Source: an optimization exercise on an open RTL-to-GDS flow (aim: small area, a short achievable clock period and few clock cycles per item). Production flows keep margins and buffers that such runs may drop. The RTL was checked by simulation tests, not by an equivalence proof against the original design.

==> module stateArray, before the edit <==
module stateArray (
  input  wire                    CLK,
  input  wire                    EN,
  input  wire                    start,
  input  wire                    busy,
  input  wire                    lastRound,
  input  wire aesPkg::aesBlock_t Din,
  input  wire aesPkg::aesBlock_t cipherKey,
  input  wire aesPkg::aesBlock_t roundKey,
  output aesPkg::aesBlock_t      Dout
);
  aesPkg::aesBlock_t stateQ;
  aesPkg::aesBlock_t subbed;
  aesPkg::aesBlock_t shifted;
  aesPkg::aesBlock_t mixed;
  aesPkg::aesBlock_t roundOut;
  function automatic aesPkg::aesWord_t mixDelta(input aesPkg::aesWord_t col);
    aesPkg::aesByte_t a [4];
    aesPkg::aesByte_t tot;
    aesPkg::aesWord_t res;
    for (int i = 0; i < 4; i++) begin
      a[i] = col[31-8*i -: 8];
    end
    tot = a[0] ^ a[1] ^ a[2] ^ a[3];
    for (int i = 0; i < 4; i++) begin
      res[31-8*i -: 8] = tot ^ aesPkg::xtime(a[i] ^ a[(i+1)%4]);  
    end
    mixDelta = res;
  endfunction
  assign Dout = stateQ;
  for (genvar i = 0; i < 16; i++) begin : g_sbox
    sboxUnit i_sbox (.in(stateQ[127-8*i -: 8]), .out(subbed[127-8*i -: 8]));
  end
  always_comb begin
    for (int c = 0; c < 4; c++) begin
      for (int r = 0; r < 4; r++) begin
        shifted[127-8*(4*c+r) -: 8] = subbed[127-8*(4*((c+r)%4)+r) -: 8];
      end
    end
  end
  always_comb begin
    for (int c = 0; c < 4; c++) begin
      mixed[127-32*c -: 32] = mixDelta(shifted[127-32*c -: 32]);
    end
  end
  assign roundOut = shifted ^ roundKey ^ (lastRound ? 128'h0 : mixed);
  always_ff @(posedge CLK) begin
    if (EN) begin
      if (busy) begin
        stateQ <= roundOut;
      end else if (start) begin
        stateQ <= Din ^ cipherKey;  
      end
    end
  end
endmodule
==> module keyArray, before the edit <==
module keyArray (
  input  wire                    CLK,
  input  wire                    EN,
  input  wire                    keyLoad,
  input  wire                    busy,
  input  wire  [3:0]             roundCnt,
  input  wire aesPkg::aesBlock_t Kin,
  output aesPkg::aesBlock_t      cipherKey,
  output aesPkg::aesBlock_t      roundKey      
);
  aesPkg::aesBlock_t workKey;   
  aesPkg::aesWord_t  w [4];
  aesPkg::aesWord_t  subRot;
  aesPkg::aesWord_t  nw [4];
  always_comb begin
    for (int c = 0; c < 4; c++) begin
      w[c] = workKey[127-32*c -: 32];
    end
  end
  sboxUnit i_ks0 (.in(w[3][23:16]), .out(subRot[31:24]));
  sboxUnit i_ks1 (.in(w[3][15:8]),  .out(subRot[23:16]));
  sboxUnit i_ks2 (.in(w[3][7:0]),   .out(subRot[15:8]));
  sboxUnit i_ks3 (.in(w[3][31:24]), .out(subRot[7:0]));
  always_comb begin
    aesPkg::aesWord_t t;
    t     = subRot ^ {aesPkg::rconOf(roundCnt), 24'h0};
    nw[0] = w[0] ^ t;
    nw[1] = (w[0] ^ w[1]) ^ t;
    nw[2] = (w[0] ^ w[1] ^ w[2]) ^ t;
    nw[3] = (w[0] ^ w[1] ^ w[2] ^ w[3]) ^ t;
  end
  assign roundKey = {nw[0], nw[1], nw[2], nw[3]};
  always_ff @(posedge CLK) begin
    if (EN && keyLoad) begin
      cipherKey <= Kin;
    end
  end
  always_ff @(posedge CLK) begin
    if (!busy) begin
      workKey <= cipherKey;
    end else if (EN) begin
      workKey <= roundKey;
    end
  end
endmodule
==> module aesCore, before the edit <==
module aesCore (
  input  wire                CLK,
  input  wire                RSTn,
  input  wire                EN,
  input  wire                Drdy,
  input  wire                Krdy,
  input  wire aesPkg::aesBlock_t Din,
  input  wire aesPkg::aesBlock_t Kin,
  output aesPkg::aesBlock_t  Dout,
  output logic               Dvld,
  output logic               Kvld,
  output logic               BSY
);
  logic              keyLoad;
  logic              start;
  logic              lastRound;
  logic [3:0]        roundCnt;
  aesPkg::aesBlock_t cipherKey;
  aesPkg::aesBlock_t roundKey;
  aesControl i_aesControl (
    .CLK(CLK), .RSTn(RSTn), .EN(EN), .Drdy(Drdy), .Krdy(Krdy),
    .lastRound(lastRound), .keyLoad(keyLoad), .start(start),
    .Dvld(Dvld), .Kvld(Kvld), .BSY(BSY)
  );
  roundCounter i_roundCounter (
    .CLK(CLK), .EN(EN), .start(start), .busy(BSY),
    .roundCnt(roundCnt), .lastRound(lastRound)
  );
  keyArray i_keyArray (
    .CLK(CLK), .EN(EN), .keyLoad(keyLoad), .busy(BSY), .roundCnt(roundCnt),
    .Kin(Kin), .cipherKey(cipherKey), .roundKey(roundKey)
  );
  stateArray i_stateArray (
    .CLK(CLK), .EN(EN), .start(start), .busy(BSY), .lastRound(lastRound),
    .Din(Din), .cipherKey(cipherKey), .roundKey(roundKey), .Dout(Dout)
  );
endmodule
Settings: LEC_CHECK=0, CAP_MARGIN=20, CORE_MARGIN=2, CORE_UTILIZATION=65, PLACE_DENSITY=0.8, SLEW_MARGIN=20; clock period 7.0 ns.
standard.sh (not shown) runs the stock make flow with config.mk's settings and CLKGATE_MAP_FILE= SYNTH_SCRIPT=/design/flow/synth_recipe.tcl, a recipe that flattens the netlist after the stock synthesis.
==> flow/flow/run.sh <==
#!/bin/bash
# The standard layout, with synthesis mapped by flow/abc_map.script instead of ORFS's ABC script,
# and the port buffers made of sky130_fd_sc_hd__buf_1 cells.
set -euo pipefail
W=$(pwd)
export MY_ABC_SCRIPT="$W/flow/abc_map.script"
bash standard.sh SYNTH_SCRIPT="$W/flow/synth.tcl" synth > "$W/synth.log" 2>&1
bash standard.sh SYNTH_SCRIPT="$W/flow/synth.tcl" "BUFFER_PORTS_ARGS=-buffer_cell sky130_fd_sc_hd__buf_1" finish > "$W/layout.log" 2>&1
test -s "$W/out/final.def"
==> flow/flow/abc_map.script <==
strash
&get -n
&st
&dch
&nf -p -R 10
&put
topo
stime -c
==> flow/flow/synth.tcl <==
# synth_recipe.tcl with one change: the ABC mapping script is flow/abc_map.script
proc synth {args} { yosys synth -nofsm -noshare {*}$args }
proc abc {args} {
  set i [lsearch -exact $args -script]
  if { $i >= 0 } { lset args [expr {$i + 1}] $::env(MY_ABC_SCRIPT) }
  yosys abc {*}$args
}
source $::env(SCRIPTS_DIR)/synth.tcl
# left out here: clear keep_hierarchy, flatten, clean up, hide names made inside functions, write 1_2_yosys.v
Testbench counts at the start, summed over its fixed seeds: cycles 4,272, blocks 384.
==> next run, changes <==
--- a/flow/design.v
+++ b/flow/design.v
@@ -226,14 +226,13 @@
   input  wire                    CLK,
   input  wire                    EN,
   input  wire                    start,
   input  wire                    busy,
   input  wire                    lastRound,
   input  wire aesPkg::aesBlock_t Din,
-  input  wire aesPkg::aesBlock_t cipherKey,
-  input  wire aesPkg::aesBlock_t roundKey,
+  input  wire aesPkg::aesBlock_t keyNext,    
   output aesPkg::aesBlock_t      Dout
 );
   aesPkg::aesBlock_t stateQ;
   aesPkg::aesBlock_t subbed;
   aesPkg::aesBlock_t shifted;
   aesPkg::aesBlock_t mixed;
@@ -264,19 +263,17 @@
   end
   always_comb begin
     for (int c = 0; c < 4; c++) begin
       mixed[127-32*c -: 32] = mixDelta(shifted[127-32*c -: 32]);
     end
   end
-  assign roundOut = shifted ^ roundKey ^ (lastRound ? 128'h0 : mixed);
+  assign roundOut = (busy ? (shifted ^ (lastRound ? 128'h0 : mixed)) : Din) ^ keyNext;
   always_ff @(posedge CLK) begin
     if (EN) begin
-      if (busy) begin
+      if (busy || start) begin
         stateQ <= roundOut;
-      end else if (start) begin
-        stateQ <= Din ^ cipherKey;  
       end
     end
   end
 endmodule
 `default_nettype wire
 `timescale 1ns/1ps
@@ -285,15 +282,16 @@
   input  wire                    CLK,
   input  wire                    EN,
   input  wire                    keyLoad,
   input  wire                    busy,
   input  wire  [3:0]             roundCnt,
   input  wire aesPkg::aesBlock_t Kin,
-  output aesPkg::aesBlock_t      cipherKey,
-  output aesPkg::aesBlock_t      roundKey      
+  output aesPkg::aesBlock_t      keyNext       
 );
+  aesPkg::aesBlock_t cipherKey;
+  aesPkg::aesBlock_t roundKey;  
   aesPkg::aesBlock_t workKey;   
   aesPkg::aesWord_t  w [4];
   aesPkg::aesWord_t  subRot;
   aesPkg::aesWord_t  nw [4];
   always_comb begin
     for (int c = 0; c < 4; c++) begin
@@ -310,22 +308,21 @@
     nw[0] = w[0] ^ t;
     nw[1] = (w[0] ^ w[1]) ^ t;
     nw[2] = (w[0] ^ w[1] ^ w[2]) ^ t;
     nw[3] = (w[0] ^ w[1] ^ w[2] ^ w[3]) ^ t;
   end
   assign roundKey = {nw[0], nw[1], nw[2], nw[3]};
+  assign keyNext  = busy ? roundKey : cipherKey;
   always_ff @(posedge CLK) begin
     if (EN && keyLoad) begin
       cipherKey <= Kin;
     end
   end
   always_ff @(posedge CLK) begin
-    if (!busy) begin
-      workKey <= cipherKey;
-    end else if (EN) begin
-      workKey <= roundKey;
+    if (!busy || EN) begin
+      workKey <= keyNext;
     end
   end
 endmodule
 `default_nettype wire
 `timescale 1ns/1ps
 `default_nettype none
@@ -343,27 +340,26 @@
   output logic               BSY
 );
   logic              keyLoad;
   logic              start;
   logic              lastRound;
   logic [3:0]        roundCnt;
-  aesPkg::aesBlock_t cipherKey;
-  aesPkg::aesBlock_t roundKey;
+  aesPkg::aesBlock_t keyNext;
   aesControl i_aesControl (
     .CLK(CLK), .RSTn(RSTn), .EN(EN), .Drdy(Drdy), .Krdy(Krdy),
     .lastRound(lastRound), .keyLoad(keyLoad), .start(start),
     .Dvld(Dvld), .Kvld(Kvld), .BSY(BSY)
   );
   roundCounter i_roundCounter (
     .CLK(CLK), .EN(EN), .start(start), .busy(BSY),
     .roundCnt(roundCnt), .lastRound(lastRound)
   );
   keyArray i_keyArray (
     .CLK(CLK), .EN(EN), .keyLoad(keyLoad), .busy(BSY), .roundCnt(roundCnt),
-    .Kin(Kin), .cipherKey(cipherKey), .roundKey(roundKey)
+    .Kin(Kin), .keyNext(keyNext)
   );
   stateArray i_stateArray (
     .CLK(CLK), .EN(EN), .start(start), .busy(BSY), .lastRound(lastRound),
-    .Din(Din), .cipherKey(cipherKey), .roundKey(roundKey), .Dout(Dout)
+    .Din(Din), .keyNext(keyNext), .Dout(Dout)
   );
 endmodule
 `default_nettype wire
Effect: Die area falls by a few percent. Clock skew rises by 0.026 ns. Flip-flop and latch count is unchanged. Utilization rises by 0.80 points. Fmax rises slightly. Hold slack improves by 0.029 ns. Synthesized cell count falls slightly. Worst setup slack improves by 0.063 ns.
Testbench counts after the change, summed over its fixed seeds: cycles 4,272, blocks 384.

==> what the ideal ports hide <==
How much do the figures lean on ideal ports? The routed layouts below were timed once more, with nothing changed but the port constraints. Step 1 (the two cells are an assumption about what drives the block):
set clk [get_ports {CLK}]
set_driving_cell -lib_cell sky130_fd_sc_hd__clkbuf_16 $clk
set_driving_cell -lib_cell sky130_fd_sc_hd__buf_2 [delete_from_list [all_inputs] $clk]
Step 2, shift: input delay + t, output delay - t, t = (earliest + latest rising clock arrival at the registers) / 2. This alone moves slack from input paths to output paths. Slacks: ideal ports / drivers / drivers and shift; pairs: ideal ports / drivers.
run | t (ns) | setup slack, ns | worst setup path at the end | clock arrival spread, ns | cell pins on the clock port's net
the first run | 0.677 | 0.251 / 0.251 / 0.251 | register to register | 0.018 / 0.018 | 1
the second run | 0.667 | 0.314 / 0.314 / 0.314 | register to register | 0.043 / 0.043 | 1
After both steps setup and hold are still met in every run listed.
